This design comes from an exercise in tuning for small area, a short achievable clock period and few clock cycles per item on the open sky130 flow, not from production work. Only simulation tests tie the RTL to the original design; equivalence was not proved.

==> flow/design.v, too long to show whole: its modules and the start of the top module <==
// module murmur2_hash_bucket_select: 199 lines
// module mhbs_mulm: 638 lines
// module mhbs_modp1: 445 lines
// module mhbs_ws10: 143 lines
// module mhbs_ws6: 71 lines
// module mhbs_ws5: 51 lines
module murmur2_hash_bucket_select (
  input  logic        clk,
  input  logic        rst_n,
  input  logic        in_valid,
  output logic        in_stall,
  input  logic [31:0] in_data_word,
  input  logic [2:0]  in_valid_bytes,
  input  logic        in_last_word,
  input  logic [7:0]  in_key_length,
  output logic        out_valid,
  input  logic        out_stall,
  output logic [3:0]  out_bucket,
  output logic [31:0] out_hash_value,
  input  logic        cfg_valid,
  output logic        cfg_ready,
  input  logic        cfg_index,
  input  logic [31:0] cfg_data
);
  // ...
==> flow/run.sh <==
#!/bin/bash
# synth_recipe.tcl (not shown) runs the flow's synth.tcl, then flattens the netlist and writes it again
# the make line also repeats each setting of config.mk as NAME=value (left out here)
make -C /OpenROAD-flow-scripts/flow DESIGN_CONFIG=/design/flow/config.mk WORK_HOME=/design/flow/orfs CLKGATE_MAP_FILE= SYNTH_SCRIPT=/design/flow/synth_recipe.tcl finish
==> flow/config.mk <==
export PLATFORM = sky130hd
export DESIGN_NAME = murmur2_hash_bucket_select
export DESIGN_NICKNAME = murmur2_hash_bucket_select
export VERILOG_FILES = /design/flow/design.v
export SDC_FILE = /design/flow/constraint.sdc
export NUM_CORES = 4
export LEC_CHECK = 0
export CAP_MARGIN = 20
export CORE_MARGIN = 2
export CORE_UTILIZATION = 40
export SETUP_SLACK_MARGIN = 2
export SLEW_MARGIN = 20
==> flow/constraint.sdc <==
create_clock -name core_clock -period 9.0 [get_ports {clk}]
set_input_delay 1.8000 -clock core_clock [delete_from_list [all_inputs] [get_ports {clk}]]
set_output_delay 1.8000 -clock core_clock [all_outputs]
set_load 0.01 [all_outputs]
==> reports/metrics.yaml, run 1 <==
fill_cells: 8800
r2r-start: "sm1_r[2]$_SDFFE_PN0P_"
initial_core_util: 0.403
drt-initial-drc-count: 1953
yosys.area_share.simple: 0.0762
final_layout_size_suffix_gt1_frac: 0.0624
hold_viol: 0
final-max-slew-violation-count: 0
outcome: "complete, no violations"
worst_ep_arrival_time_ns: 7.13
crit_slowest_cell: "fa_1"
totalNegativeSetupSlack_ns: 0
wl_met1_um: 44500
cap_violations: 0
skew_ns: 0.0483
worstReg2RegEnd: "sp_r[4]$_DFFE_PN_"
cts_resized: 24
cts.sinks: 340
inverters: 763
multi_input_cells: 2302
fin_crit_ns: 6.82
synth_xor_area_frac: 0.0760
fin_util: 0.455
syn-instance-count: 3462
hpwl_um: 85100
cpPeakStageDelay_ns: 0.56
layout.clock.cell_area_share: 0.0306
vias: 24600
die_w_um: 313
synth_top_family_by_area: "adder cells"
grt_max_degree: 79
critical_path.top_delay_family: "adder cells"
synth_cell_type_count: 71
fmaxAchievable_mhz: 147
io-pin-count: 121
multi_input_area_sq_mm: 0.0256
Testbench counts, summed over its fixed seeds: cycles 19,770, keys 3,000.
==> module mhbs_ws6, before the edit <==
module mhbs_ws6 (
  input  logic [5:0] v,
  input  logic [23:0] w,
  output logic [4:0] s
);
  logic u1;
  logic u10;
  logic u11;
  logic u12;
  logic u13;
  logic u14;
  logic u15;
  logic u16;
  logic u17;
  logic u18;
  logic u19;
  logic u2;
  logic u20;
  logic u21;
  logic u22;
  logic u23;
  logic u24;
  logic u25;
  logic u26;
  logic u27;
  logic u28;
  logic u29;
  logic u3;
  logic u30;
  logic u31;
  logic u4;
  logic u5;
  logic u6;
  logic u7;
  logic u8;
  logic u9;
  always_comb begin
    u1 = (v[5] & w[20]) ^ (v[4] & w[16]) ^ (v[3] & w[12]);
    u2 = ((v[5] & w[20]) & (v[4] & w[16])) | ((v[5] & w[20]) & (v[3] & w[12])) | ((v[4] & w[16]) & (v[3] & w[12]));
    u3 = (v[5] & w[21]) ^ (v[4] & w[17]) ^ (v[3] & w[13]);
    u4 = ((v[5] & w[21]) & (v[4] & w[17])) | ((v[5] & w[21]) & (v[3] & w[13])) | ((v[4] & w[17]) & (v[3] & w[13]));
    u5 = (v[2] & w[9]) ^ (v[1] & w[5]);
    u6 = (v[2] & w[9]) & (v[1] & w[5]);
    u7 = (v[5] & w[22]) ^ (v[4] & w[18]) ^ (v[3] & w[14]);
    u8 = ((v[5] & w[22]) & (v[4] & w[18])) | ((v[5] & w[22]) & (v[3] & w[14])) | ((v[4] & w[18]) & (v[3] & w[14]));
    u9 = (v[2] & w[10]) ^ (v[1] & w[6]) ^ (v[0] & w[2]);
    u10 = ((v[2] & w[10]) & (v[1] & w[6])) | ((v[2] & w[10]) & (v[0] & w[2])) | ((v[1] & w[6]) & (v[0] & w[2]));
    u11 = (v[5] & w[23]) ^ (v[4] & w[19]) ^ (v[3] & w[15]);
    u12 = ((v[5] & w[23]) & (v[4] & w[19])) | ((v[5] & w[23]) & (v[3] & w[15])) | ((v[4] & w[19]) & (v[3] & w[15]));
    u13 = (v[2] & w[11]) ^ (v[1] & w[7]) ^ (v[0] & w[3]);
    u14 = ((v[2] & w[11]) & (v[1] & w[7])) | ((v[2] & w[11]) & (v[0] & w[3])) | ((v[1] & w[7]) & (v[0] & w[3]));
    u15 = (v[2] & w[8]) ^ (v[1] & w[4]);
    u16 = (v[2] & w[8]) & (v[1] & w[4]);
    u17 = (v[0] & w[1]) ^ u5 ^ u3;
    u18 = ((v[0] & w[1]) & u5) | ((v[0] & w[1]) & u3) | (u5 & u3);
    u19 = u9 ^ u7 ^ u6;
    u20 = (u9 & u7) | (u9 & u6) | (u7 & u6);
    u21 = u13 ^ u11 ^ u10;
    u22 = (u13 & u11) | (u13 & u10) | (u11 & u10);
    u23 = (v[0] & w[0]) ^ u1;
    u24 = (v[0] & w[0]) & u1;
    u25 = u2 ^ u17 ^ u16;
    u26 = (u2 & u17) | (u2 & u16) | (u17 & u16);
    u27 = u4 ^ u19 ^ u18;
    u28 = (u4 & u19) | (u4 & u18) | (u19 & u18);
    u29 = u8 ^ u21 ^ u20;
    u30 = (u8 & u21) | (u8 & u20) | (u21 & u20);
    u31 = u14 ^ u12 ^ u22;
    s = {u30,u28,u26,u24,u23} + {u31,u29,u27,u25,u15};
  end
endmodule
==> run 2, diff against run 1 <==
==> flow/design.v (replaced) <==
package mhbs_pkg;
  localparam logic [31:0] MIX_MUL       = 32'h5bd1_e995;
  localparam logic [31:0] RESET_SEED    = 32'h1234_abcd;
  localparam logic [3:0]  RESET_SM1     = 4'd1;
  localparam logic [447:0] NIB_WT_T = 448'h0000000111111128428423193193444444435194356666666714714700000002142142444444411111110000000111111100000000000000;
  function automatic logic [27:0] nib_wt(logic [3:0] d);
    nib_wt = '0;
    for (int i = 0; i < 16; i++) begin
      if (d == 4'(i)) nib_wt = nib_wt | NIB_WT_T[28*i +: 28];
    end
  endfunction
  localparam logic [639:0] BIT_WT_T = 640'h00000084212184218421842842842159bc63842184848484216379a584212684268421842157842100000004211421421421242424242121342134210000000021212121212100000000010000000000;
  function automatic logic [39:0] bit_wt(logic [3:0] d);
    bit_wt = '0;
    for (int i = 0; i < 16; i++) begin
      if (d == 4'(i)) bit_wt = bit_wt | BIT_WT_T[40*i +: 40];
    end
  endfunction
endpackage
module murmur2_hash_bucket_select (
  input  logic        clk,
  input  logic        rst_n,
  input  logic        in_valid,
  output logic        in_stall,
  input  logic [31:0] in_data_word,
  input  logic [2:0]  in_valid_bytes,
  input  logic        in_last_word,
  input  logic [7:0]  in_key_length,
  output logic        out_valid,
  input  logic        out_stall,
  output logic [3:0]  out_bucket,
  output logic [31:0] out_hash_value,
  input  logic        cfg_valid,
  output logic        cfg_ready,
  input  logic        cfg_index,
  input  logic [31:0] cfg_data
);
  logic [31:0] seed_r;
  logic [3:0]  sm1_r;        
  logic        adv;
  logic        in_acc;
  logic        in_key_r;     
  logic        seen_r;       
  logic [7:0]  klen_r;       
  logic        v0, blk0, tl0, last0, init0, zk0;
  logic [31:0] w0;
  logic [7:0]  len0;
  logic        v1, blk1, tl1, last1, init1, zk1;
  logic [31:0] k1_r;
  logic [7:0]  len1;
  logic        v2, blk2, tl2, last2, init2, zk2;
  logic [31:0] k2_r;
  logic [7:0]  len2;
  logic [31:0] h_r;
  logic        fv, fzk;
  logic [7:0]  flen;
  logic        gv;
  logic [31:0] g_r;
  logic        mv;
  logic [31:0] o_r;
  logic [9:0]  p1_r;
  logic [4:0]  sp_r;
  logic        out_valid_r;
  logic [31:0] out_hash_r;
  assign adv       = !(out_valid_r && out_stall);
  assign in_stall  = !adv;
  assign in_acc    = in_valid && adv;
  assign cfg_ready = 1'b1;
  assign out_valid      = out_valid_r;
  assign out_hash_value = out_hash_r;
  logic        i_first, i_ne, i_seen, i_blk;
  logic [7:0]  i_len;
  logic [31:0] i_w;
  always_comb begin
    i_first = !in_key_r;
    i_len   = i_first ? in_key_length : klen_r;
    i_ne    = (in_valid_bytes != 3'd0);
    i_blk   = in_valid_bytes[2];
    i_seen  = !i_first && seen_r;
    i_w[7:0]   = in_data_word[7:0];
    i_w[15:8]  = in_data_word[15:8]  & {8{i_blk | in_valid_bytes[1]}};
    i_w[23:16] = in_data_word[23:16] & {8{i_blk | (in_valid_bytes[1:0] == 2'd3)}};
    i_w[31:24] = in_data_word[31:24] & {8{i_blk}};
  end
  always_ff @(posedge clk) begin
    if (!rst_n) begin
      in_key_r <= 1'b0;
      seen_r   <= 1'b0;
      v0       <= 1'b0;
    end else if (adv) begin
      v0 <= in_valid;
      if (in_valid) begin
        in_key_r <= !in_last_word;
        seen_r   <= (i_seen || i_ne) && !in_last_word;
      end
    end
  end
  always_ff @(posedge clk) begin
    if (adv) begin
      if (in_valid && i_first) klen_r <= in_key_length;
      w0    <= i_w;
      blk0  <= i_blk;
      tl0   <= i_ne && !i_blk;
      last0 <= in_last_word;
      init0 <= i_ne && !i_seen;
      zk0   <= !i_ne && in_last_word && !i_seen;
      len0  <= i_len;
    end
  end
  logic [31:0] k1_m, k1_x, k2_m;
  assign k1_x = {k1_r[31:8], k1_r[7:0] ^ k1_r[31:24]};
  mhbs_mulm u_mul_k1 (.x(w0),   .y(k1_m));
  mhbs_mulm u_mul_k2 (.x(k1_x), .y(k2_m));
  always_ff @(posedge clk) begin
    if (!rst_n) begin
      v1 <= 1'b0;
      v2 <= 1'b0;
    end else if (adv) begin
      v1 <= v0;
      v2 <= v1;
    end
  end
  always_ff @(posedge clk) begin
    if (adv) begin
      k1_r  <= blk0 ? k1_m : w0;
      blk1  <= blk0;
      tl1   <= tl0;
      last1 <= last0;
      init1 <= init0;
      zk1   <= zk0;
      len1  <= len0;
      k2_r  <= blk1 ? k2_m : k1_r;
      blk2  <= blk1;
      tl2   <= tl1;
      last2 <= last1;
      init2 <= init1;
      zk2   <= zk1;
      len2  <= len1;
    end
  end
  logic [31:0] sl2, h_in, h_a, h_p, h_n;
  assign sl2  = seed_r ^ {24'b0, len2};
  assign h_in = init2 ? sl2 : h_r;
  assign h_a  = h_in ^ (k2_r & {32{tl2}});
  mhbs_mulm u_mul_h (.x(h_a), .y(h_p));
  assign h_n  = h_p ^ (k2_r & {32{blk2}});
  always_ff @(posedge clk) begin
    if (adv && v2 && (blk2 || tl2)) h_r <= h_n;
  end
  always_ff @(posedge clk) begin
    if (!rst_n) begin
      fv <= 1'b0;
    end else if (adv) begin
      fv <= v2 && last2;
    end
  end
  always_ff @(posedge clk) begin
    if (adv) begin
      fzk  <= zk2;
      flen <= len2;
    end
  end
  logic [31:0] f_h, f_x, f_g;
  assign f_h = fzk ? (seed_r ^ {24'b0, flen}) : h_r;
  assign f_x = f_h ^ (f_h >> 13);
  mhbs_mulm u_mul_f (.x(f_x), .y(f_g));
  always_ff @(posedge clk) begin
    if (!rst_n) begin
      gv          <= 1'b0;
      mv          <= 1'b0;
      out_valid_r <= 1'b0;
    end else if (adv) begin
      gv          <= fv;
      mv          <= gv;
      out_valid_r <= mv;
    end
  end
  logic [31:0] m_o;
  logic [27:0] nib_w;
  logic [39:0] bit_w;
  logic [9:0]  p1;
  logic [5:0]  p2;
  logic [4:0]  p3;
  logic [3:0]  p4;
  logic [4:0]  p4d;
  assign m_o   = g_r ^ (g_r >> 15);
  assign nib_w = mhbs_pkg::nib_wt(sm1_r);
  assign bit_w = mhbs_pkg::bit_wt(sm1_r);
  mhbs_modp1 u_p1 (.x(m_o),  .c(nib_w),        .s(p1));
  mhbs_ws10  u_p2 (.v(p1_r), .w(bit_w),        .s(p2));
  mhbs_ws6   u_p3 (.v(p2),   .w(bit_w[23:0]),  .s(p3));
  mhbs_ws5   u_p4 (.v(sp_r), .w(bit_w[19:0]),  .s(p4));
  assign p4d        = {1'b0, p4} - {1'b0, sm1_r} - 5'd1;
  assign out_bucket = p4d[4] ? p4 : p4d[3:0];
  always_ff @(posedge clk) begin
    if (adv) begin
      g_r        <= f_g;
      o_r        <= m_o;
      p1_r       <= p1;
      out_hash_r <= o_r;
      sp_r       <= p3;
    end
  end
  always_ff @(posedge clk) begin
    if (!rst_n) begin
      seed_r <= mhbs_pkg::RESET_SEED;
      sm1_r  <= mhbs_pkg::RESET_SM1;
    end else if (cfg_valid) begin
      if (cfg_index) begin
        if (cfg_data[4:0] == 5'd0)     sm1_r <= 4'd0;
        else if (cfg_data[4] && cfg_data[3:0] != 4'd0) sm1_r <= 4'd15;
        else                           sm1_r <= 4'(cfg_data[4:0] - 5'd1);
      end else begin
        seed_r <= cfg_data;
      end
    end
  end
endmodule
module mhbs_fa (
  input  logic a,
  input  logic b,
  input  logic c,
  output logic s,
  output logic co
);
  assign s  = a ^ b ^ c;
  assign co = (a & b) | (a & c) | (b & c);
endmodule
module mhbs_mulm (
  input  logic [31:0] x,
  output logic [31:0] y
);
  logic t1;
  logic t2;
  logic t3;
  logic t4;
  logic t5;
  logic t6;
  logic t7;
  logic t8;
  logic t9;
  logic t10;
  logic t11;
  logic t12;
  logic t13;
  logic t14;
  logic t15;
  logic t16;
  logic t17;
  logic t18;
  logic t19;
  logic t20;
  logic t21;
  logic t22;
  logic t23;
  logic t24;
  logic t25;
  logic t26;
  logic t27;
  logic t28;
  logic t29;
  logic t30;
  logic t31;
  logic t32;
  logic t33;
  logic t34;
  logic t35;
  logic t36;
  logic t37;
  logic t38;
  logic t39;
  logic t40;
  logic t41;
  logic t42;
  logic t43;
  logic t44;
  logic t45;
  logic t46;
  logic t47;
  logic t48;
  logic t49;
  logic t50;
  logic t51;
  logic t52;
  logic t53;
  logic t54;
  logic t55;
  logic t56;
  logic t57;
  logic t58;
  logic t59;
  logic t60;
  logic t61;
  logic t62;
  logic t63;
  logic t64;
  logic t65;
  logic t66;
  logic t67;
  logic t68;
  logic t69;
  logic t70;
  logic t71;
  logic t72;
  logic t73;
  logic t74;
  logic t75;
  logic t76;
  logic t77;
  logic t78;
  logic t79;
  logic t80;
  logic t81;
  logic t82;
  logic t83;
  logic t84;
  logic t85;
  logic t86;
  logic t87;
  logic t88;
  logic t89;
  logic t90;
  logic t91;
  logic t92;
  logic t93;
  logic t94;
  logic t95;
  logic t96;
  logic t97;
  logic t98;
  logic t99;
  logic t100;
  logic t101;
  logic t102;
  logic t103;
  logic t104;
  logic t105;
  logic t106;
  logic t107;
  logic t108;
  logic t109;
  logic t110;
  logic t111;
  logic t112;
  logic t113;
  logic t114;
  logic t115;
  logic t116;
  logic t117;
  logic t118;
  logic t119;
  logic t120;
  logic t121;
  logic t122;
  logic t123;
  logic t124;
  logic t125;
  logic t126;
  logic t127;
  logic t128;
  logic t129;
  logic t130;
  logic t131;
  logic t132;
  logic t133;
  logic t134;
  logic t135;
  logic t136;
  logic t137;
  logic t138;
  logic t139;
  logic t140;
  logic t141;
  logic t142;
  logic t143;
  logic t144;
  logic t145;
  logic t146;
  logic t147;
  logic t148;
  logic t149;
  logic t150;
  logic t151;
  logic t152;
  logic t153;
  logic t154;
  logic t155;
  logic t156;
  logic t157;
  logic t158;
  logic t159;
  logic t160;
  logic t161;
  logic t162;
  logic t163;
  logic t164;
  logic t165;
  logic t166;
  logic t167;
  logic t168;
  logic t169;
  logic t170;
  logic t171;
  logic t172;
  logic t173;
  logic t174;
  logic t175;
  logic t176;
  logic t177;
  logic t178;
  logic t179;
  logic t180;
  logic t181;
  logic t182;
  logic t183;
  logic t184;
  logic t185;
  logic t186;
  logic t187;
  logic t188;
  logic t189;
  logic t190;
  logic t191;
  logic t192;
  logic t193;
  logic t194;
  logic t195;
  logic t196;
  logic t197;
  logic t198;
  logic t199;
  logic t200;
  logic t201;
  logic t202;
  logic t203;
  logic t204;
  logic t205;
  logic t206;
  logic t207;
  logic t208;
  logic t209;
  logic t210;
  logic t211;
  logic t212;
  logic t213;
  logic t214;
  logic t215;
  logic t216;
  logic t217;
  logic t218;
  logic t219;
  logic t220;
  logic t221;
  logic t222;
  logic t223;
  logic t224;
  logic t225;
  logic t226;
  logic t227;
  logic t228;
  logic t229;
  logic t230;
  logic t231;
  logic t232;
  logic t233;
  logic t234;
  logic t235;
  logic t236;
  logic t237;
  logic t238;
  logic t239;
  logic t240;
  logic t241;
  logic t242;
  logic t243;
  logic t244;
  logic t245;
  logic t246;
  logic t247;
  logic t248;
  logic t249;
  logic t250;
  logic t251;
  logic t252;
  logic t253;
  logic t254;
  logic t255;
  logic t256;
  logic t257;
  logic t258;
  logic t259;
  logic t260;
  logic t261;
  logic t262;
  logic t263;
  logic t264;
  logic t265;
  logic t266;
  logic t267;
  logic t268;
  logic t269;
  logic t270;
  logic t271;
  logic t272;
  logic t273;
  logic t274;
  logic t275;
  logic t276;
  logic t277;
  logic t278;
  logic t279;
  logic t280;
  logic t281;
  logic t282;
  logic t283;
  logic t284;
  logic t285;
  logic t286;
  logic t287;
  logic t288;
  logic t289;
  logic t290;
  logic t291;
  logic t292;
  logic t293;
  logic t294;
  logic t295;
  logic t296;
  logic t297;
  logic t298;
  logic t299;
  logic t300;
  logic t301;
  logic t302;
  logic t303;
  logic t304;
  logic t305;
  logic t306;
  logic t307;
  logic t308;
  logic t309;
  logic t310;
  logic t311;
  logic t312;
  logic t313;
  logic t314;
  logic t315;
  mhbs_fa u_fa1 (.a(x[4]), .b(x[2]), .c(x[0]), .s(t1), .co(t2));
  mhbs_fa u_fa2 (.a(x[5]), .b(x[3]), .c(x[1]), .s(t3), .co(t4));
  mhbs_fa u_fa3 (.a(x[6]), .b(x[4]), .c(x[2]), .s(t5), .co(t6));
  mhbs_fa u_fa4 (.a(x[7]), .b(x[5]), .c(x[3]), .s(t7), .co(t8));
  mhbs_fa u_fa5 (.a(x[8]), .b(x[6]), .c(x[4]), .s(t9), .co(t10));
  mhbs_fa u_fa6 (.a(x[9]), .b(x[7]), .c(x[5]), .s(t11), .co(t12));
  mhbs_fa u_fa7 (.a(x[10]), .b(x[8]), .c(x[6]), .s(t13), .co(t14));
  mhbs_fa u_fa8 (.a(x[11]), .b(x[9]), .c(x[7]), .s(t15), .co(t16));
  mhbs_fa u_fa9 (.a(x[2]), .b(x[0]), .c(~x[4]), .s(t17), .co(t18));
  mhbs_fa u_fa10 (.a(x[12]), .b(x[10]), .c(x[8]), .s(t19), .co(t20));
  mhbs_fa u_fa11 (.a(x[3]), .b(x[1]), .c(~x[5]), .s(t21), .co(t22));
  mhbs_fa u_fa12 (.a(x[13]), .b(x[11]), .c(x[9]), .s(t23), .co(t24));
  mhbs_fa u_fa13 (.a(x[14]), .b(x[12]), .c(x[10]), .s(t27), .co(t28));
  mhbs_fa u_fa14 (.a(x[5]), .b(x[3]), .c(~x[7]), .s(t29), .co(t30));
  mhbs_fa u_fa15 (.a(x[15]), .b(x[13]), .c(x[11]), .s(t31), .co(t32));
  mhbs_fa u_fa16 (.a(x[6]), .b(x[4]), .c(~x[8]), .s(t33), .co(t34));
  mhbs_fa u_fa17 (.a(x[16]), .b(x[14]), .c(x[12]), .s(t35), .co(t36));
  mhbs_fa u_fa18 (.a(x[7]), .b(x[5]), .c(~x[9]), .s(t37), .co(t38));
  mhbs_fa u_fa19 (.a(x[17]), .b(x[15]), .c(x[13]), .s(t39), .co(t40));
  mhbs_fa u_fa20 (.a(x[8]), .b(x[6]), .c(x[0]), .s(t41), .co(t42));
  mhbs_fa u_fa21 (.a(x[18]), .b(x[16]), .c(x[14]), .s(t43), .co(t44));
  mhbs_fa u_fa22 (.a(x[9]), .b(x[7]), .c(x[1]), .s(t45), .co(t46));
  mhbs_fa u_fa23 (.a(x[19]), .b(x[17]), .c(x[15]), .s(t47), .co(t48));
  mhbs_fa u_fa24 (.a(x[10]), .b(x[8]), .c(x[2]), .s(t49), .co(t50));
  mhbs_fa u_fa25 (.a(x[20]), .b(x[18]), .c(x[16]), .s(t51), .co(t52));
  mhbs_fa u_fa26 (.a(x[11]), .b(x[9]), .c(x[3]), .s(t53), .co(t54));
  mhbs_fa u_fa27 (.a(~x[0]), .b(x[13]), .c(x[7]), .s(t55), .co(t56));
  mhbs_fa u_fa28 (.a(x[21]), .b(x[19]), .c(x[17]), .s(t57), .co(t58));
  mhbs_fa u_fa29 (.a(x[12]), .b(x[10]), .c(x[4]), .s(t59), .co(t60));
  mhbs_fa u_fa30 (.a(~x[1]), .b(x[14]), .c(x[8]), .s(t61), .co(t62));
  mhbs_fa u_fa31 (.a(x[22]), .b(x[20]), .c(x[18]), .s(t63), .co(t64));
  mhbs_fa u_fa32 (.a(x[13]), .b(x[11]), .c(x[5]), .s(t65), .co(t66));
  mhbs_fa u_fa33 (.a(x[23]), .b(x[21]), .c(x[19]), .s(t69), .co(t70));
  mhbs_fa u_fa34 (.a(x[14]), .b(x[12]), .c(x[6]), .s(t71), .co(t72));
  mhbs_fa u_fa35 (.a(~x[3]), .b(x[16]), .c(x[10]), .s(t73), .co(t74));
  mhbs_fa u_fa36 (.a(x[24]), .b(x[22]), .c(x[20]), .s(t75), .co(t76));
  mhbs_fa u_fa37 (.a(x[15]), .b(x[13]), .c(x[7]), .s(t77), .co(t78));
  mhbs_fa u_fa38 (.a(~x[4]), .b(x[17]), .c(x[11]), .s(t79), .co(t80));
  mhbs_fa u_fa39 (.a(x[25]), .b(x[23]), .c(x[21]), .s(t81), .co(t82));
  mhbs_fa u_fa40 (.a(x[16]), .b(x[14]), .c(x[8]), .s(t83), .co(t84));
  mhbs_fa u_fa41 (.a(~x[5]), .b(x[18]), .c(x[12]), .s(t85), .co(t86));
  mhbs_fa u_fa42 (.a(x[26]), .b(x[24]), .c(x[22]), .s(t87), .co(t88));
  mhbs_fa u_fa43 (.a(x[17]), .b(x[15]), .c(x[9]), .s(t89), .co(t90));
  mhbs_fa u_fa44 (.a(x[13]), .b(x[4]), .c(x[0]), .s(t93), .co(t94));
  mhbs_fa u_fa45 (.a(x[27]), .b(x[25]), .c(x[23]), .s(t95), .co(t96));
  mhbs_fa u_fa46 (.a(x[18]), .b(x[16]), .c(x[10]), .s(t97), .co(t98));
  mhbs_fa u_fa47 (.a(~x[7]), .b(x[20]), .c(x[14]), .s(t99), .co(t100));
  mhbs_fa u_fa48 (.a(x[28]), .b(x[26]), .c(x[24]), .s(t101), .co(t102));
  mhbs_fa u_fa49 (.a(x[19]), .b(x[17]), .c(x[11]), .s(t103), .co(t104));
  mhbs_fa u_fa50 (.a(~x[8]), .b(x[21]), .c(x[15]), .s(t105), .co(t106));
  mhbs_fa u_fa51 (.a(x[29]), .b(x[27]), .c(x[25]), .s(t107), .co(t108));
  mhbs_fa u_fa52 (.a(x[20]), .b(x[18]), .c(x[12]), .s(t109), .co(t110));
  mhbs_fa u_fa53 (.a(x[16]), .b(x[7]), .c(x[3]), .s(t113), .co(t114));
  mhbs_fa u_fa54 (.a(x[30]), .b(x[28]), .c(x[26]), .s(t115), .co(t116));
  mhbs_fa u_fa55 (.a(x[21]), .b(x[19]), .c(x[13]), .s(t117), .co(t118));
  mhbs_fa u_fa56 (.a(~x[10]), .b(x[23]), .c(x[17]), .s(t119), .co(t120));
  mhbs_fa u_fa57 (.a(x[8]), .b(x[4]), .c(x[1]), .s(t121), .co(t122));
  mhbs_fa u_fa58 (.a(t8), .b(t9), .c(~x[1]), .s(t129), .co(t130));
  mhbs_fa u_fa59 (.a(t10), .b(t11), .c(x[0]), .s(t131), .co(t132));
  mhbs_fa u_fa60 (.a(t12), .b(t13), .c(x[1]), .s(t133), .co(t134));
  mhbs_fa u_fa61 (.a(t14), .b(t15), .c(t17), .s(t135), .co(t136));
  mhbs_fa u_fa62 (.a(t16), .b(t18), .c(t19), .s(t137), .co(t138));
  mhbs_fa u_fa63 (.a(t20), .b(t22), .c(t23), .s(t139), .co(t140));
  mhbs_fa u_fa64 (.a(~t25), .b(x[6]), .c(x[0]), .s(t141), .co(t142));
  mhbs_fa u_fa65 (.a(t24), .b(t26), .c(t27), .s(t143), .co(t144));
  mhbs_fa u_fa66 (.a(t28), .b(t30), .c(t31), .s(t145), .co(t146));
  mhbs_fa u_fa67 (.a(t32), .b(t34), .c(t35), .s(t147), .co(t148));
  mhbs_fa u_fa68 (.a(t36), .b(t38), .c(t39), .s(t149), .co(t150));
  mhbs_fa u_fa69 (.a(~t41), .b(x[10]), .c(x[4]), .s(t151), .co(t152));
  mhbs_fa u_fa70 (.a(t40), .b(t42), .c(t43), .s(t153), .co(t154));
  mhbs_fa u_fa71 (.a(~t45), .b(x[11]), .c(x[5]), .s(t155), .co(t156));
  mhbs_fa u_fa72 (.a(t44), .b(t46), .c(t47), .s(t157), .co(t158));
  mhbs_fa u_fa73 (.a(~t49), .b(x[12]), .c(x[6]), .s(t159), .co(t160));
  mhbs_fa u_fa74 (.a(t48), .b(t50), .c(t51), .s(t161), .co(t162));
  mhbs_fa u_fa75 (.a(t52), .b(t54), .c(t57), .s(t163), .co(t164));
  mhbs_fa u_fa76 (.a(~t59), .b(t56), .c(t61), .s(t165), .co(t166));
  mhbs_fa u_fa77 (.a(t58), .b(t60), .c(t63), .s(t167), .co(t168));
  mhbs_fa u_fa78 (.a(t65), .b(t67), .c(~t62), .s(t169), .co(t170));
  mhbs_fa u_fa79 (.a(t64), .b(t66), .c(t68), .s(t171), .co(t172));
  mhbs_fa u_fa80 (.a(t69), .b(t71), .c(~t73), .s(t173), .co(t174));
  mhbs_fa u_fa81 (.a(t70), .b(t72), .c(t75), .s(t175), .co(t176));
  mhbs_fa u_fa82 (.a(~t77), .b(t74), .c(t79), .s(t177), .co(t178));
  mhbs_fa u_fa83 (.a(t76), .b(t78), .c(t81), .s(t179), .co(t180));
  mhbs_fa u_fa84 (.a(~t83), .b(t80), .c(t85), .s(t181), .co(t182));
  mhbs_fa u_fa85 (.a(t82), .b(t84), .c(t87), .s(t183), .co(t184));
  mhbs_fa u_fa86 (.a(t89), .b(t91), .c(~t86), .s(t185), .co(t186));
  mhbs_fa u_fa87 (.a(t88), .b(t90), .c(t92), .s(t187), .co(t188));
  mhbs_fa u_fa88 (.a(t95), .b(t97), .c(~t94), .s(t189), .co(t190));
  mhbs_fa u_fa89 (.a(t99), .b(x[5]), .c(x[1]), .s(t191), .co(t192));
  mhbs_fa u_fa90 (.a(t96), .b(t98), .c(t101), .s(t193), .co(t194));
  mhbs_fa u_fa91 (.a(~t103), .b(t100), .c(t105), .s(t195), .co(t196));
  mhbs_fa u_fa92 (.a(t102), .b(t104), .c(t107), .s(t197), .co(t198));
  mhbs_fa u_fa93 (.a(t109), .b(t111), .c(~t106), .s(t199), .co(t200));
  mhbs_fa u_fa94 (.a(t108), .b(t110), .c(t112), .s(t201), .co(t202));
  mhbs_fa u_fa95 (.a(t115), .b(t117), .c(~t114), .s(t203), .co(t204));
  mhbs_fa u_fa96 (.a(t130), .b(t131), .c(~x[2]), .s(t208), .co(t209));
  mhbs_fa u_fa97 (.a(t132), .b(t133), .c(~x[3]), .s(t210), .co(t211));
  mhbs_fa u_fa98 (.a(t136), .b(t137), .c(t21), .s(t212), .co(t213));
  mhbs_fa u_fa99 (.a(t138), .b(t139), .c(~t141), .s(t214), .co(t215));
  mhbs_fa u_fa100 (.a(t140), .b(t143), .c(t29), .s(t216), .co(t217));
  mhbs_fa u_fa101 (.a(t144), .b(t145), .c(t33), .s(t218), .co(t219));
  mhbs_fa u_fa102 (.a(t146), .b(t147), .c(t37), .s(t220), .co(t221));
  mhbs_fa u_fa103 (.a(t148), .b(t149), .c(~t151), .s(t222), .co(t223));
  mhbs_fa u_fa104 (.a(t150), .b(t153), .c(~t152), .s(t224), .co(t225));
  mhbs_fa u_fa105 (.a(t154), .b(t157), .c(~t156), .s(t226), .co(t227));
  mhbs_fa u_fa106 (.a(t158), .b(t161), .c(t53), .s(t228), .co(t229));
  mhbs_fa u_fa107 (.a(t162), .b(t163), .c(~t165), .s(t230), .co(t231));
  mhbs_fa u_fa108 (.a(t164), .b(t167), .c(t169), .s(t232), .co(t233));
  mhbs_fa u_fa109 (.a(t166), .b(x[9]), .c(x[0]), .s(t234), .co(t235));
  mhbs_fa u_fa110 (.a(t168), .b(t170), .c(t171), .s(t236), .co(t237));
  mhbs_fa u_fa111 (.a(t172), .b(t174), .c(t175), .s(t238), .co(t239));
  mhbs_fa u_fa112 (.a(t176), .b(t179), .c(~t178), .s(t240), .co(t241));
  mhbs_fa u_fa113 (.a(t180), .b(t183), .c(t185), .s(t242), .co(t243));
  mhbs_fa u_fa114 (.a(t184), .b(t186), .c(t187), .s(t244), .co(t245));
  mhbs_fa u_fa115 (.a(t188), .b(t190), .c(t193), .s(t246), .co(t247));
  mhbs_fa u_fa116 (.a(t192), .b(t195), .c(x[6]), .s(t248), .co(t249));
  mhbs_fa u_fa117 (.a(t194), .b(t197), .c(t199), .s(t250), .co(t251));
  mhbs_fa u_fa118 (.a(t196), .b(t113), .c(x[0]), .s(t252), .co(t253));
  mhbs_fa u_fa119 (.a(t198), .b(t200), .c(t201), .s(t254), .co(t255));
  mhbs_fa u_fa120 (.a(~t203), .b(t119), .c(t121), .s(t256), .co(t257));
  mhbs_fa u_fa121 (.a(t211), .b(t134), .c(t135), .s(t259), .co(t260));
  mhbs_fa u_fa122 (.a(t215), .b(t216), .c(~t142), .s(t261), .co(t262));
  mhbs_fa u_fa123 (.a(t217), .b(t218), .c(~x[2]), .s(t263), .co(t264));
  mhbs_fa u_fa124 (.a(t219), .b(t220), .c(~x[3]), .s(t265), .co(t266));
  mhbs_fa u_fa125 (.a(t223), .b(t224), .c(~t155), .s(t267), .co(t268));
  mhbs_fa u_fa126 (.a(t225), .b(t226), .c(~t159), .s(t269), .co(t270));
  mhbs_fa u_fa127 (.a(t227), .b(t228), .c(~t160), .s(t271), .co(t272));
  mhbs_fa u_fa128 (.a(t231), .b(t232), .c(~t234), .s(t273), .co(t274));
  mhbs_fa u_fa129 (.a(t233), .b(t236), .c(t173), .s(t275), .co(t276));
  mhbs_fa u_fa130 (.a(t237), .b(t238), .c(~t177), .s(t277), .co(t278));
  mhbs_fa u_fa131 (.a(t239), .b(t240), .c(~t181), .s(t279), .co(t280));
  mhbs_fa u_fa132 (.a(t241), .b(t242), .c(~t182), .s(t281), .co(t282));
  mhbs_fa u_fa133 (.a(t243), .b(t244), .c(t189), .s(t283), .co(t284));
  mhbs_fa u_fa134 (.a(t245), .b(t246), .c(~t248), .s(t285), .co(t286));
  mhbs_fa u_fa135 (.a(t247), .b(t250), .c(~t249), .s(t287), .co(t288));
  mhbs_fa u_fa136 (.a(t251), .b(t254), .c(~t253), .s(t289), .co(t290));
  mhbs_fa u_fa137 (.a(t266), .b(t221), .c(t222), .s(t292), .co(t293));
  mhbs_fa u_fa138 (.a(t270), .b(t271), .c(~t55), .s(t294), .co(t295));
  mhbs_fa u_fa139 (.a(t272), .b(t229), .c(t230), .s(t296), .co(t297));
  mhbs_fa u_fa140 (.a(t274), .b(t275), .c(~t235), .s(t298), .co(t299));
  mhbs_fa u_fa141 (.a(t276), .b(t277), .c(~x[2]), .s(t300), .co(t301));
  mhbs_fa u_fa142 (.a(t278), .b(t279), .c(~x[3]), .s(t302), .co(t303));
  mhbs_fa u_fa143 (.a(t280), .b(t281), .c(~t93), .s(t304), .co(t305));
  mhbs_fa u_fa144 (.a(t282), .b(t283), .c(~t191), .s(t306), .co(t307));
  mhbs_fa u_fa145 (.a(t284), .b(t285), .c(~x[2]), .s(t308), .co(t309));
  mhbs_fa u_fa146 (.a(t286), .b(t287), .c(~t252), .s(t310), .co(t311));
  mhbs_fa u_fa147 (.a(t288), .b(t289), .c(~t256), .s(t312), .co(t313));
  always_comb begin
    t25 = ~(x[4] ^ x[2]);
    t26 = x[4] | x[2];
    t67 = ~(x[2] ^ ~x[15]);
    t68 = x[2] | ~x[15];
    t91 = ~(x[6] ^ ~x[19]);
    t92 = x[6] | ~x[19];
    t111 = ~(x[9] ^ ~x[22]);
    t112 = x[9] | ~x[22];
    t123 = x[31] ^ x[29] ^ x[27];
    t124 = x[22] ^ x[20] ^ x[14];
    t125 = x[11] ^ x[0] ^ ~x[24];
    t126 = x[18] ^ x[9] ^ x[5];
    t127 = ~(t6 ^ t7);
    t128 = t6 | t7;
    t205 = t116 ^ t118 ^ t123;
    t206 = t124 ^ t125 ^ ~t120;
    t207 = t122 ^ t126 ^ x[2];
    t258 = t202 ^ t204 ^ t205;
    t291 = t255 ^ t258 ^ t206;
    t314 = t290 ^ t291 ^ ~t257;
    t315 = t313 ^ t314 ^ ~t207;
    y = {t315,t311,t309,t307,t305,t303,t301,t299,t298,t297,t295,t294,t268,t293,t292,t264,t262,t261,t213,t260,t259,t209,t208,t128,t127,t4,t2,t1,x[3],x[2],x[1],x[0]} + {1'b0,t312,t310,t308,t306,t304,t302,t300,~x[1],t273,t296,1'b0,t269,t267,1'b0,t265,t263,~x[1],t214,t212,1'b0,t210,1'b0,t129,~x[0],t5,t3,1'b0,x[1],x[0],1'b0,1'b0};
  end
endmodule
module mhbs_modp1 (
  input  logic [31:0] x,
  input  logic [27:0] c,
  output logic [9:0] s
);
  logic u1;
  logic u2;
  logic u3;
  logic u4;
  logic u5;
  logic u6;
  logic u7;
  logic u8;
  logic u9;
  logic u10;
  logic u11;
  logic u12;
  logic u13;
  logic u14;
  logic u15;
  logic u16;
  logic u17;
  logic u18;
  logic u19;
  logic u20;
  logic u21;
  logic u22;
  logic u23;
  logic u24;
  logic u25;
  logic u26;
  logic u27;
  logic u28;
  logic u29;
  logic u30;
  logic u31;
  logic u32;
  logic u33;
  logic u34;
  logic u35;
  logic u36;
  logic u37;
  logic u38;
  logic u39;
  logic u40;
  logic u41;
  logic u42;
  logic u43;
  logic u44;
  logic u45;
  logic u46;
  logic u47;
  logic u48;
  logic u49;
  logic u50;
  logic u51;
  logic u52;
  logic u53;
  logic u54;
  logic u55;
  logic u56;
  logic u57;
  logic u58;
  logic u59;
  logic u60;
  logic u61;
  logic u62;
  logic u63;
  logic u64;
  logic u65;
  logic u66;
  logic u67;
  logic u68;
  logic u69;
  logic u70;
  logic u71;
  logic u72;
  logic u73;
  logic u74;
  logic u75;
  logic u76;
  logic u77;
  logic u78;
  logic u79;
  logic u80;
  logic u81;
  logic u82;
  logic u83;
  logic u84;
  logic u85;
  logic u86;
  logic u87;
  logic u88;
  logic u89;
  logic u90;
  logic u91;
  logic u92;
  logic u93;
  logic u94;
  logic u95;
  logic u96;
  logic u97;
  logic u98;
  logic u99;
  logic u100;
  logic u101;
  logic u102;
  logic u103;
  logic u104;
  logic u105;
  logic u106;
  logic u107;
  logic u108;
  logic u109;
  logic u110;
  logic u111;
  logic u112;
  logic u113;
  logic u114;
  logic u115;
  logic u116;
  logic u117;
  logic u118;
  logic u119;
  logic u120;
  logic u121;
  logic u122;
  logic u123;
  logic u124;
  logic u125;
  logic u126;
  logic u127;
  logic u128;
  logic u129;
  logic u130;
  logic u131;
  logic u132;
  logic u133;
  logic u134;
  logic u135;
  logic u136;
  logic u137;
  logic u138;
  logic u139;
  logic u140;
  logic u141;
  logic u142;
  logic u143;
  logic u144;
  logic u145;
  logic u146;
  logic u147;
  logic u148;
  logic u149;
  logic u150;
  logic u151;
  logic u152;
  logic u153;
  logic u154;
  logic u155;
  logic u156;
  logic u157;
  logic u158;
  logic u159;
  logic u160;
  logic u161;
  logic u162;
  logic u163;
  logic u164;
  logic u165;
  logic u166;
  logic u167;
  logic u168;
  logic u169;
  logic u170;
  logic u171;
  logic u172;
  logic u173;
  logic u174;
  logic u175;
  logic u176;
  logic u177;
  logic u178;
  logic u179;
  logic u180;
  logic u181;
  logic u182;
  logic u183;
  logic u184;
  logic u185;
  logic u186;
  logic u187;
  logic u188;
  logic u189;
  logic u190;
  logic u191;
  logic u192;
  logic u193;
  logic u194;
  logic u195;
  logic u196;
  logic u197;
  logic u198;
  logic u199;
  logic u200;
  logic u201;
  logic u202;
  logic u203;
  logic u204;
  logic u205;
  logic u206;
  logic u207;
  logic u208;
  logic u209;
  logic u210;
  logic u211;
  logic u212;
  logic u213;
  logic u214;
  logic u215;
  logic u216;
  logic u217;
  logic u218;
  mhbs_fa u_fa1 (.a((x[30] & c[24])), .b((x[29] & c[25])), .c((x[28] & c[26])), .s(u3), .co(u4));
  mhbs_fa u_fa2 (.a((x[29] & c[26])), .b((x[28] & c[27])), .c((x[27] & c[20])), .s(u7), .co(u8));
  mhbs_fa u_fa3 (.a((x[26] & c[21])), .b((x[25] & c[22])), .c((x[24] & c[23])), .s(u9), .co(u10));
  mhbs_fa u_fa4 (.a((x[23] & c[16])), .b((x[22] & c[17])), .c((x[21] & c[18])), .s(u11), .co(u12));
  mhbs_fa u_fa5 (.a((x[20] & c[19])), .b((x[19] & c[12])), .c((x[18] & c[13])), .s(u13), .co(u14));
  mhbs_fa u_fa6 (.a((x[17] & c[14])), .b((x[16] & c[15])), .c((x[15] & c[8])), .s(u15), .co(u16));
  mhbs_fa u_fa7 (.a((x[31] & c[25])), .b((x[30] & c[26])), .c((x[29] & c[27])), .s(u19), .co(u20));
  mhbs_fa u_fa8 (.a((x[27] & c[21])), .b((x[26] & c[22])), .c((x[25] & c[23])), .s(u21), .co(u22));
  mhbs_fa u_fa9 (.a((x[23] & c[17])), .b((x[22] & c[18])), .c((x[21] & c[19])), .s(u23), .co(u24));
  mhbs_fa u_fa10 (.a((x[19] & c[13])), .b((x[18] & c[14])), .c((x[17] & c[15])), .s(u25), .co(u26));
  mhbs_fa u_fa11 (.a((x[29] & c[24])), .b((x[28] & c[25])), .c((x[25] & c[20])), .s(u29), .co(u30));
  mhbs_fa u_fa12 (.a((x[24] & c[22])), .b((x[22] & c[16])), .c((x[21] & c[17])), .s(u31), .co(u32));
  mhbs_fa u_fa13 (.a((x[20] & c[18])), .b((x[18] & c[12])), .c((x[17] & c[13])), .s(u33), .co(u34));
  mhbs_fa u_fa14 (.a((x[16] & c[14])), .b((x[14] & c[8])), .c((x[13] & c[9])), .s(u35), .co(u36));
  mhbs_fa u_fa15 (.a((x[12] & c[11])), .b((x[11] & c[4])), .c((x[10] & c[5])), .s(u39), .co(u40));
  mhbs_fa u_fa16 (.a((x[9] & c[6])), .b((x[8] & c[7])), .c((x[7] & c[0])), .s(u41), .co(u42));
  mhbs_fa u_fa17 (.a((x[6] & c[1])), .b((x[5] & c[2])), .c((x[4] & c[3])), .s(u43), .co(u44));
  mhbs_fa u_fa18 (.a(x[3]), .b(u1), .c(u17), .s(u45), .co(u46));
  mhbs_fa u_fa19 (.a(u15), .b(u13), .c(u11), .s(u47), .co(u48));
  mhbs_fa u_fa20 (.a((x[13] & c[11])), .b((x[11] & c[5])), .c((x[10] & c[6])), .s(u49), .co(u50));
  mhbs_fa u_fa21 (.a((x[9] & c[7])), .b((x[7] & c[1])), .c((x[6] & c[2])), .s(u51), .co(u52));
  mhbs_fa u_fa22 (.a((x[5] & c[3])), .b(u2), .c(u27), .s(u53), .co(u54));
  mhbs_fa u_fa23 (.a(u25), .b(u23), .c(u21), .s(u55), .co(u56));
  mhbs_fa u_fa24 (.a(u19), .b(u18), .c(u16), .s(u57), .co(u58));
  mhbs_fa u_fa25 (.a((x[31] & c[26])), .b((x[30] & c[27])), .c((x[27] & c[22])), .s(u61), .co(u62));
  mhbs_fa u_fa26 (.a((x[26] & c[23])), .b((x[23] & c[18])), .c((x[22] & c[19])), .s(u63), .co(u64));
  mhbs_fa u_fa27 (.a((x[19] & c[14])), .b((x[18] & c[15])), .c((x[15] & c[10])), .s(u65), .co(u66));
  mhbs_fa u_fa28 (.a((x[14] & c[11])), .b((x[11] & c[6])), .c((x[10] & c[7])), .s(u67), .co(u68));
  mhbs_fa u_fa29 (.a((x[7] & c[2])), .b((x[6] & c[3])), .c(u28), .s(u69), .co(u70));
  mhbs_fa u_fa30 (.a(u26), .b(u24), .c(u22), .s(u71), .co(u72));
  mhbs_fa u_fa31 (.a((x[24] & c[21])), .b((x[21] & c[16])), .c((x[20] & c[17])), .s(u73), .co(u74));
  mhbs_fa u_fa32 (.a((x[17] & c[12])), .b((x[16] & c[13])), .c((x[13] & c[8])), .s(u75), .co(u76));
  mhbs_fa u_fa33 (.a((x[9] & c[5])), .b((x[8] & c[6])), .c((x[6] & c[0])), .s(u77), .co(u78));
  mhbs_fa u_fa34 (.a((x[5] & c[1])), .b((x[4] & c[2])), .c(x[2]), .s(u79), .co(u80));
  mhbs_fa u_fa35 (.a(u5), .b(u3), .c(u37), .s(u81), .co(u82));
  mhbs_fa u_fa36 (.a(u9), .b(u7), .c(u6), .s(u83), .co(u84));
  mhbs_fa u_fa37 (.a(u4), .b(u47), .c(u45), .s(u85), .co(u86));
  mhbs_fa u_fa38 (.a(u43), .b(u41), .c(u39), .s(u87), .co(u88));
  mhbs_fa u_fa39 (.a(u10), .b(u8), .c(u59), .s(u91), .co(u92));
  mhbs_fa u_fa40 (.a(u57), .b(u55), .c(u53), .s(u93), .co(u94));
  mhbs_fa u_fa41 (.a(u51), .b(u49), .c(u48), .s(u95), .co(u96));
  mhbs_fa u_fa42 (.a(u46), .b(u44), .c(u42), .s(u97), .co(u98));
  mhbs_fa u_fa43 (.a(u20), .b(u71), .c(u69), .s(u99), .co(u100));
  mhbs_fa u_fa44 (.a(u67), .b(u65), .c(u63), .s(u101), .co(u102));
  mhbs_fa u_fa45 (.a(u61), .b(u60), .c(u58), .s(u103), .co(u104));
  mhbs_fa u_fa46 (.a(u56), .b(u54), .c(u52), .s(u105), .co(u106));
  mhbs_fa u_fa47 (.a((x[31] & c[27])), .b((x[27] & c[23])), .c((x[23] & c[19])), .s(u107), .co(u108));
  mhbs_fa u_fa48 (.a((x[19] & c[15])), .b((x[15] & c[11])), .c((x[11] & c[7])), .s(u109), .co(u110));
  mhbs_fa u_fa49 (.a((x[7] & c[3])), .b(u72), .c(u70), .s(u111), .co(u112));
  mhbs_fa u_fa50 (.a(u68), .b(u66), .c(u64), .s(u113), .co(u114));
  mhbs_fa u_fa51 (.a((x[28] & c[24])), .b((x[24] & c[20])), .c((x[20] & c[16])), .s(u115), .co(u116));
  mhbs_fa u_fa52 (.a((x[12] & c[9])), .b((x[9] & c[4])), .c((x[8] & c[5])), .s(u117), .co(u118));
  mhbs_fa u_fa53 (.a((x[5] & c[0])), .b((x[4] & c[1])), .c(x[1]), .s(u119), .co(u120));
  mhbs_fa u_fa54 (.a(u35), .b(u33), .c(u31), .s(u121), .co(u122));
  mhbs_fa u_fa55 (.a(u30), .b(u81), .c(u79), .s(u123), .co(u124));
  mhbs_fa u_fa56 (.a(u34), .b(u32), .c(u89), .s(u127), .co(u128));
  mhbs_fa u_fa57 (.a(u87), .b(u85), .c(u83), .s(u129), .co(u130));
  mhbs_fa u_fa58 (.a(u82), .b(u80), .c(u78), .s(u131), .co(u132));
  mhbs_fa u_fa59 (.a(u40), .b(u97), .c(u95), .s(u133), .co(u134));
  mhbs_fa u_fa60 (.a(u93), .b(u91), .c(u90), .s(u135), .co(u136));
  mhbs_fa u_fa61 (.a(u88), .b(u86), .c(u84), .s(u137), .co(u138));
  mhbs_fa u_fa62 (.a(u50), .b(u105), .c(u103), .s(u139), .co(u140));
  mhbs_fa u_fa63 (.a(u101), .b(u99), .c(u98), .s(u141), .co(u142));
  mhbs_fa u_fa64 (.a(u96), .b(u94), .c(u92), .s(u143), .co(u144));
  mhbs_fa u_fa65 (.a(u62), .b(u113), .c(u111), .s(u145), .co(u146));
  mhbs_fa u_fa66 (.a(u109), .b(u107), .c(u106), .s(u147), .co(u148));
  mhbs_fa u_fa67 (.a(u104), .b(u102), .c(u100), .s(u149), .co(u150));
  mhbs_fa u_fa68 (.a((x[16] & c[12])), .b((x[12] & c[8])), .c((x[8] & c[4])), .s(u153), .co(u154));
  mhbs_fa u_fa69 (.a(u29), .b(u75), .c(u73), .s(u155), .co(u156));
  mhbs_fa u_fa70 (.a(u74), .b(u125), .c(u123), .s(u159), .co(u160));
  mhbs_fa u_fa71 (.a(u121), .b(u120), .c(u118), .s(u161), .co(u162));
  mhbs_fa u_fa72 (.a(u131), .b(u129), .c(u127), .s(u163), .co(u164));
  mhbs_fa u_fa73 (.a(u126), .b(u124), .c(u122), .s(u165), .co(u166));
  mhbs_fa u_fa74 (.a(u137), .b(u135), .c(u133), .s(u167), .co(u168));
  mhbs_fa u_fa75 (.a(u132), .b(u130), .c(u128), .s(u169), .co(u170));
  mhbs_fa u_fa76 (.a(u143), .b(u141), .c(u139), .s(u171), .co(u172));
  mhbs_fa u_fa77 (.a(u138), .b(u136), .c(u134), .s(u173), .co(u174));
  mhbs_fa u_fa78 (.a(u149), .b(u147), .c(u145), .s(u175), .co(u176));
  mhbs_fa u_fa79 (.a(u144), .b(u142), .c(u140), .s(u177), .co(u178));
  mhbs_fa u_fa80 (.a(u110), .b(u108), .c(u151), .s(u179), .co(u180));
  mhbs_fa u_fa81 (.a(u150), .b(u148), .c(u146), .s(u181), .co(u182));
  mhbs_fa u_fa82 (.a(u116), .b(u157), .c(u155), .s(u185), .co(u186));
  mhbs_fa u_fa83 (.a(u161), .b(u159), .c(u158), .s(u187), .co(u188));
  mhbs_fa u_fa84 (.a(u165), .b(u163), .c(u162), .s(u189), .co(u190));
  mhbs_fa u_fa85 (.a(u169), .b(u167), .c(u166), .s(u191), .co(u192));
  mhbs_fa u_fa86 (.a(u173), .b(u171), .c(u170), .s(u193), .co(u194));
  mhbs_fa u_fa87 (.a(u177), .b(u175), .c(u174), .s(u195), .co(u196));
  mhbs_fa u_fa88 (.a(u181), .b(u179), .c(u178), .s(u197), .co(u198));
  mhbs_fa u_fa89 (.a(u154), .b(u185), .c(u184), .s(u203), .co(u204));
  mhbs_fa u_fa90 (.a(u156), .b(u187), .c(u186), .s(u205), .co(u206));
  mhbs_fa u_fa91 (.a(u160), .b(u189), .c(u188), .s(u207), .co(u208));
  mhbs_fa u_fa92 (.a(u164), .b(u191), .c(u190), .s(u209), .co(u210));
  mhbs_fa u_fa93 (.a(u168), .b(u193), .c(u192), .s(u211), .co(u212));
  mhbs_fa u_fa94 (.a(u172), .b(u195), .c(u194), .s(u213), .co(u214));
  mhbs_fa u_fa95 (.a(u176), .b(u197), .c(u196), .s(u215), .co(u216));
  mhbs_fa u_fa96 (.a(u180), .b(u199), .c(u198), .s(u217), .co(u218));
  always_comb begin
    u1 = (x[31] & c[24]) ^ (x[30] & c[25]);
    u2 = (x[31] & c[24]) & (x[30] & c[25]);
    u5 = (x[26] & c[20]) ^ (x[25] & c[21]);
    u6 = (x[26] & c[20]) & (x[25] & c[21]);
    u17 = (x[14] & c[9]) ^ (x[13] & c[10]);
    u18 = (x[14] & c[9]) & (x[13] & c[10]);
    u27 = (x[15] & c[9]) ^ (x[14] & c[10]);
    u28 = (x[15] & c[9]) & (x[14] & c[10]);
    u37 = (x[12] & c[10]) ^ (x[10] & c[4]);
    u38 = (x[12] & c[10]) & (x[10] & c[4]);
    u59 = u14 ^ u12;
    u60 = u14 & u12;
    u89 = u38 ^ u36;
    u90 = u38 & u36;
    u125 = u77 ^ u76;
    u126 = u77 & u76;
    u151 = u114 ^ u112;
    u152 = u114 & u112;
    u157 = u119 ^ u117;
    u158 = u119 & u117;
    u183 = (x[4] & c[0]) ^ x[0];
    u184 = (x[4] & c[0]) & x[0];
    u199 = u152 ^ u182;
    u200 = u152 & u182;
    u201 = u115 ^ u153;
    u202 = u115 & u153;
    s = {u218,u216,u214,u212,u210,u208,u206,u204,u202,u201} + {u200,u217,u215,u213,u211,u209,u207,u205,u203,u183};
  end
endmodule
module mhbs_ws10 (
  input  logic [9:0] v,
  input  logic [39:0] w,
  output logic [5:0] s
);
  logic u1;
  logic u2;
  logic u3;
  logic u4;
  logic u5;
  logic u6;
  logic u7;
  logic u8;
  logic u9;
  logic u10;
  logic u11;
  logic u12;
  logic u13;
  logic u14;
  logic u15;
  logic u16;
  logic u17;
  logic u18;
  logic u19;
  logic u20;
  logic u21;
  logic u22;
  logic u23;
  logic u24;
  logic u25;
  logic u26;
  logic u27;
  logic u28;
  logic u29;
  logic u30;
  logic u31;
  logic u32;
  logic u33;
  logic u34;
  logic u35;
  logic u36;
  logic u37;
  logic u38;
  logic u39;
  logic u40;
  logic u41;
  logic u42;
  logic u43;
  logic u44;
  logic u45;
  logic u46;
  logic u47;
  logic u48;
  logic u49;
  logic u50;
  logic u51;
  logic u52;
  logic u53;
  logic u54;
  logic u55;
  logic u56;
  logic u57;
  logic u58;
  logic u59;
  logic u60;
  logic u61;
  logic u62;
  logic u63;
  logic u64;
  logic u65;
  logic u66;
  logic u67;
  mhbs_fa u_fa1 (.a((v[9] & w[37])), .b((v[8] & w[33])), .c((v[7] & w[29])), .s(u3), .co(u4));
  mhbs_fa u_fa2 (.a((v[9] & w[38])), .b((v[8] & w[34])), .c((v[7] & w[30])), .s(u5), .co(u6));
  mhbs_fa u_fa3 (.a((v[9] & w[39])), .b((v[8] & w[35])), .c((v[7] & w[31])), .s(u7), .co(u8));
  mhbs_fa u_fa4 (.a((v[7] & w[28])), .b((v[6] & w[24])), .c((v[5] & w[20])), .s(u9), .co(u10));
  mhbs_fa u_fa5 (.a((v[6] & w[25])), .b((v[5] & w[21])), .c((v[4] & w[17])), .s(u13), .co(u14));
  mhbs_fa u_fa6 (.a((v[3] & w[13])), .b((v[2] & w[9])), .c((v[1] & w[5])), .s(u15), .co(u16));
  mhbs_fa u_fa7 (.a((v[6] & w[26])), .b((v[5] & w[22])), .c((v[4] & w[18])), .s(u19), .co(u20));
  mhbs_fa u_fa8 (.a((v[3] & w[14])), .b((v[2] & w[10])), .c((v[1] & w[6])), .s(u21), .co(u22));
  mhbs_fa u_fa9 (.a((v[0] & w[2])), .b(u5), .c(u4), .s(u23), .co(u24));
  mhbs_fa u_fa10 (.a((v[6] & w[27])), .b((v[5] & w[23])), .c((v[4] & w[19])), .s(u25), .co(u26));
  mhbs_fa u_fa11 (.a((v[3] & w[15])), .b((v[2] & w[11])), .c((v[1] & w[7])), .s(u27), .co(u28));
  mhbs_fa u_fa12 (.a((v[0] & w[3])), .b(u7), .c(u6), .s(u29), .co(u30));
  mhbs_fa u_fa13 (.a((v[2] & w[8])), .b((v[1] & w[4])), .c((v[0] & w[0])), .s(u31), .co(u32));
  mhbs_fa u_fa14 (.a(u2), .b(u17), .c(u15), .s(u33), .co(u34));
  mhbs_fa u_fa15 (.a(u23), .b(u21), .c(u19), .s(u37), .co(u38));
  mhbs_fa u_fa16 (.a(u18), .b(u16), .c(u14), .s(u39), .co(u40));
  mhbs_fa u_fa17 (.a(u29), .b(u27), .c(u25), .s(u41), .co(u42));
  mhbs_fa u_fa18 (.a(u24), .b(u22), .c(u20), .s(u43), .co(u44));
  mhbs_fa u_fa19 (.a(u8), .b(u30), .c(u28), .s(u45), .co(u46));
  mhbs_fa u_fa20 (.a(u10), .b(u35), .c(u33), .s(u49), .co(u50));
  mhbs_fa u_fa21 (.a(u39), .b(u37), .c(u36), .s(u51), .co(u52));
  mhbs_fa u_fa22 (.a(u43), .b(u41), .c(u40), .s(u53), .co(u54));
  mhbs_fa u_fa23 (.a(u26), .b(u45), .c(u44), .s(u55), .co(u56));
  mhbs_fa u_fa24 (.a(u32), .b(u49), .c(u48), .s(u59), .co(u60));
  mhbs_fa u_fa25 (.a(u34), .b(u51), .c(u50), .s(u61), .co(u62));
  mhbs_fa u_fa26 (.a(u38), .b(u53), .c(u52), .s(u63), .co(u64));
  mhbs_fa u_fa27 (.a(u42), .b(u55), .c(u54), .s(u65), .co(u66));
  always_comb begin
    u1 = (v[9] & w[36]) ^ (v[8] & w[32]);
    u2 = (v[9] & w[36]) & (v[8] & w[32]);
    u11 = (v[4] & w[16]) ^ (v[3] & w[12]);
    u12 = (v[4] & w[16]) & (v[3] & w[12]);
    u17 = (v[0] & w[1]) ^ u3;
    u18 = (v[0] & w[1]) & u3;
    u35 = u13 ^ u12;
    u36 = u13 & u12;
    u47 = u1 ^ u11;
    u48 = u1 & u11;
    u57 = u9 ^ u31;
    u58 = u9 & u31;
    u67 = u46 ^ u56;
    s = {u66,u64,u62,u60,u58,u57} + {u67,u65,u63,u61,u59,u47};
  end
endmodule
module mhbs_ws6 (
  input  logic [5:0] v,
  input  logic [23:0] w,
  output logic [4:0] s
);
  logic u1;
  logic u2;
  logic u3;
  logic u4;
  logic u5;
  logic u6;
  logic u7;
  logic u8;
  logic u9;
  logic u10;
  logic u11;
  logic u12;
  logic u13;
  logic u14;
  logic u15;
  logic u16;
  logic u17;
  logic u18;
  logic u19;
  logic u20;
  logic u21;
  logic u22;
  logic u23;
  logic u24;
  logic u25;
  logic u26;
  logic u27;
  logic u28;
  logic u29;
  logic u30;
  logic u31;
  mhbs_fa u_fa1 (.a((v[5] & w[20])), .b((v[4] & w[16])), .c((v[3] & w[12])), .s(u1), .co(u2));
  mhbs_fa u_fa2 (.a((v[5] & w[21])), .b((v[4] & w[17])), .c((v[3] & w[13])), .s(u3), .co(u4));
  mhbs_fa u_fa3 (.a((v[5] & w[22])), .b((v[4] & w[18])), .c((v[3] & w[14])), .s(u7), .co(u8));
  mhbs_fa u_fa4 (.a((v[2] & w[10])), .b((v[1] & w[6])), .c((v[0] & w[2])), .s(u9), .co(u10));
  mhbs_fa u_fa5 (.a((v[5] & w[23])), .b((v[4] & w[19])), .c((v[3] & w[15])), .s(u11), .co(u12));
  mhbs_fa u_fa6 (.a((v[2] & w[11])), .b((v[1] & w[7])), .c((v[0] & w[3])), .s(u13), .co(u14));
  mhbs_fa u_fa7 (.a((v[0] & w[1])), .b(u5), .c(u3), .s(u17), .co(u18));
  mhbs_fa u_fa8 (.a(u9), .b(u7), .c(u6), .s(u19), .co(u20));
  mhbs_fa u_fa9 (.a(u13), .b(u11), .c(u10), .s(u21), .co(u22));
  mhbs_fa u_fa10 (.a(u2), .b(u17), .c(u16), .s(u25), .co(u26));
  mhbs_fa u_fa11 (.a(u4), .b(u19), .c(u18), .s(u27), .co(u28));
  mhbs_fa u_fa12 (.a(u8), .b(u21), .c(u20), .s(u29), .co(u30));
  always_comb begin
    u5 = (v[2] & w[9]) ^ (v[1] & w[5]);
    u6 = (v[2] & w[9]) & (v[1] & w[5]);
    u15 = (v[2] & w[8]) ^ (v[1] & w[4]);
    u16 = (v[2] & w[8]) & (v[1] & w[4]);
    u23 = (v[0] & w[0]) ^ u1;
    u24 = (v[0] & w[0]) & u1;
    u31 = u14 ^ u12 ^ u22;
    s = {u30,u28,u26,u24,u23} + {u31,u29,u27,u25,u15};
  end
endmodule
module mhbs_ws5 (
  input  logic [4:0] v,
  input  logic [19:0] w,
  output logic [3:0] s
);
  logic u1;
  logic u2;
  logic u3;
  logic u4;
  logic u5;
  logic u6;
  logic u7;
  logic u8;
  logic u9;
  logic u10;
  logic u11;
  logic u12;
  logic u13;
  logic u14;
  logic u15;
  logic u16;
  logic u17;
  logic u18;
  logic u19;
  logic u20;
  logic u21;
  mhbs_fa u_fa1 (.a((v[4] & w[17])), .b((v[3] & w[13])), .c((v[2] & w[9])), .s(u3), .co(u4));
  mhbs_fa u_fa2 (.a((v[4] & w[18])), .b((v[3] & w[14])), .c((v[2] & w[10])), .s(u5), .co(u6));
  mhbs_fa u_fa3 (.a((v[1] & w[5])), .b((v[0] & w[1])), .c(u3), .s(u10), .co(u11));
  mhbs_fa u_fa4 (.a((v[1] & w[6])), .b((v[0] & w[2])), .c(u5), .s(u12), .co(u13));
  mhbs_fa u_fa5 (.a(u2), .b(u10), .c(u9), .s(u17), .co(u18));
  mhbs_fa u_fa6 (.a(u4), .b(u12), .c(u11), .s(u19), .co(u20));
  always_comb begin
    u1 = (v[4] & w[16]) ^ (v[3] & w[12]);
    u2 = (v[4] & w[16]) & (v[3] & w[12]);
    u7 = (v[4] & w[19]) ^ (v[3] & w[15]) ^ (v[2] & w[11]);
    u8 = (v[2] & w[8]) ^ (v[1] & w[4]);
    u9 = (v[2] & w[8]) & (v[1] & w[4]);
    u14 = (v[1] & w[7]) ^ (v[0] & w[3]) ^ u7;
    u15 = (v[0] & w[0]) ^ u1;
    u16 = (v[0] & w[0]) & u1;
    u21 = u6 ^ u14 ^ u13;
    s = {u20,u18,u16,u15} + {u21,u19,u17,u8};
  end
endmodule
==> flow/config.mk (replaced) <==
export PLATFORM = sky130hd
export DESIGN_NAME = murmur2_hash_bucket_select
export DESIGN_NICKNAME = murmur2_hash_bucket_select
export VERILOG_FILES = /design/flow/design.v
export SDC_FILE = /design/flow/constraint.sdc
export NUM_CORES = 4
export LEC_CHECK = 0
export CAP_MARGIN = 20
export CORE_MARGIN = 2
export CORE_UTILIZATION = 40
export SETUP_SLACK_MARGIN = 3
export SLEW_MARGIN = 20
export SYNTH_HIERARCHICAL = 1
export SYNTH_MINIMUM_KEEP_SIZE = 0
==> run 2 against run 1 <==
Still clean on timing, DRC and antenna. Fmax decreased by 2.6%. First-iteration DRC count fell by 6.7%. Non-clock buffer count grew 162. Core utilization increased by 2.3 points. Synthesized cell count is 10% lower. Cell area up 5.1%. Largest cell class unchanged.
==> reports/metrics.yaml, run 2 <==
outcome: "complete, no violations"  # unchanged
dp.cells: 4525  # was 4845
grt_max_degree: 74  # was 79
skew_ns: 0.0408  # was 0.0483 ns
vias: 24800  # was 24600
synth_edf_count: 295  # unchanged
cts.sinks: 340  # unchanged
worstPathRequired_ns: 7.20  # was 9.31 ns
hpwl_um: 80600  # was 85100 um
cts_root_buf: "clkbuf_16"  # unchanged
setup_slack_ns: 2.00  # was 2.18 ns
io-pin-count: 121  # unchanged
final_cell_mix: "724 x fa_1, 295 x edfxtp_1, 267 x inv_1"  # was 755 x inv_1, 710 x fa_1, 295 x edfxtp_1
fin_crit_ns: 7.00  # was 6.82 ns
hold_viol: 0  # unchanged
synth_cell_type_count: 71  # unchanged
grt_usage: 0.217  # was 0.214
totalNegativeSetupSlack_ns: 0  # unchanged
final_layout_size_suffix_gt1_frac: 0.165  # was 0.0624
cp-end-kind: "output pin"  # was flop
fin_nets: 4474  # was 4635
fmaxAchievable_mhz: 143  # was 147 MHz
cap_violations: 0  # unchanged
initial_core_util: 0.404  # was 0.403
die_w_um: 314  # was 313 um
fill_cells: 8655  # was 8800
final_common_cell: "fa_1"  # was inv_1
syn-instance-count: 3106  # was 3462
placedInstanceArea_sq_mm: 0.0416  # was 0.0413 sq mm
drt-initial-drc-count: 1823  # was 1953
final-max-slew-violation-count: 0  # unchanged
yosysWarnings: 12  # was 6
numCtsBuffers: 40  # was 38
worst_ep_arrival_time_ns: 5.20  # was 7.13 ns
[run 2: kinds of logic (layout without fill, tap and decap cells)]
logic type	count (synthesis)	count (layout)	synth area share
DFF	340	340	0.254
other	2	41	0.000196
xor gates and xnor gates	353	353	0.0809
buffers and inverters	350	725	0.0370
adders and majority gates	905	905	0.439
and+or+nand+nor	647	647	0.0878
AOI/OAI and AO/OA	386	386	0.0655
muxes	123	123	0.0349
[run 2: worst max-delay path, stage by stage (launching register included)]
cell	delay [ns]
dfxtp_2	0.34
buf_8	0.12
clkinvlp_4	0.08
nand2_2	0.07
o21ai_1	0.06
buf_4	0.14
and2_4	0.15
fa_1	0.52
fa_1	0.44
fa_1	0.52
ha_1	0.31
a21o_1	0.20
a21oi_2	0.15
xnor3_1	0.27
xnor2_2	0.21
ha_4	0.25
a21oi_4	0.13
and2_4	0.19
mux2_2	0.34
buf_2	0.14
[run 2: what timing repair did]
item,in CTS,in global routing
pin swaps,32,46
hold buffers,0,0
gates cloned,1,0
setup endpoints to repair,49,40
resized for setup,118,96
setup buffers,77,107
[run 2: per-module statistics from Yosys (local to each module, per instance)]
module | area (sq um) | cells inside | flops+latches
murmur2_hash_bucket_select | 14300 | 1012 | 340
mhbs_mulm | 1770 | 261 | 0
mhbs_fa | 20.0 | 1 | 0
mhbs_modp1 | 1250 | 176 | 0
mhbs_ws5 | 308 | 37 | 0
mhbs_ws10 | 520 | 66 | 0
mhbs_ws6 | 335 | 42 | 0
[run 2: final timing paths]
check / startpoint / to / slack [ns] / cells past startpoint
setup reg to reg: sm1_r[0]$_SDFFE_PN1P_ / sp_r[4]$_DFFE_PN_ / 2.02 / 23
setup / recovery: sm1_r[3]$_SDFFE_PN0P_ / out_bucket[0] / 2.00 / 19
hold / removal: o_r[21]$_DFFE_PN_ / out_hash_r[21]$_DFFE_PN_ / 0.42 / 0
hold reg to reg: o_r[21]$_DFFE_PN_ / out_hash_r[21]$_DFFE_PN_ / 0.42 / 0
[run 2: stage by stage]
stage | utilization | hold slack [ns]
finish | 0.478 | 0.417
floorplan | - | 0.400
detailed placement | 0.438 | 0.405
CTS | 0.464 | 0.419
global route | 0.478 | 0.424
global placement | 0.438 | 0.400
[run 2: per-layer routing]
| metal | wire [um] | share of wire | track usage |
|---|---|---|---|
| met1 | 45100 | 0.43 | 0.300 |
| met2 | 51100 | 0.49 | 0.364 |
| met5 | 11 | 0.00011 | 0 |
| met4 | 2480 | 0.024 | 0.0490 |
| met3 | 5980 | 0.057 | 0.0303 |
[run 2: final cells by class]
cell class | instances | area (sq um) | share of cell area
sequential | 340 | 9770 | 0.215
multi-input combinational | 2454 | 28300 | 0.623
timing repair buffer | 374 | 3340 | 0.0737
inverter | 277 | 1070 | 0.0236
tap | 1265 | 1580 | 0.0349
antenna | 1 | 2.50 | 0.0000551
clock buffer | 51 | 1150 | 0.0253
clock inverter | 23 | 200 | 0.00441
Testbench counts of run 2, summed over its fixed seeds: cycles 19,770, keys 3,000.

separate check: timing with driven ports:
No port has a modelled driver above. Below, the same layouts with a new extraction and two added sets of constraints. Step 1 (the two cells are an assumption about what drives the block):
set clk [get_ports {clk}]
set_driving_cell -lib_cell sky130_fd_sc_hd__clkbuf_16 $clk
set_driving_cell -lib_cell sky130_fd_sc_hd__buf_2 [delete_from_list [all_inputs] $clk]
Step 2, shift: input delay + t, output delay - t, t = (earliest + latest rising clock arrival at the registers) / 2. This alone moves slack from input paths to output paths. Slacks: ideal / step 1 / step 2; pairs: ideal / step 1.
run | t, ns | slack for setup (ns) | hold WS [ns] | slew at the worst register clock pin (ns) | worst data-port slew with drivers (ns)
run 1 | 0.637 | 2.181 / 2.181 / 2.181 | 0.418 / 0.418 / 0.418 | 0.07 / 0.07 | 0.08
run 2 | 0.629 | 1.996 / 1.934 / 2.018 | 0.417 / 0.417 / 0.417 | 0.07 / 0.07 | 0.10
After both steps every run listed still meets setup and hold.
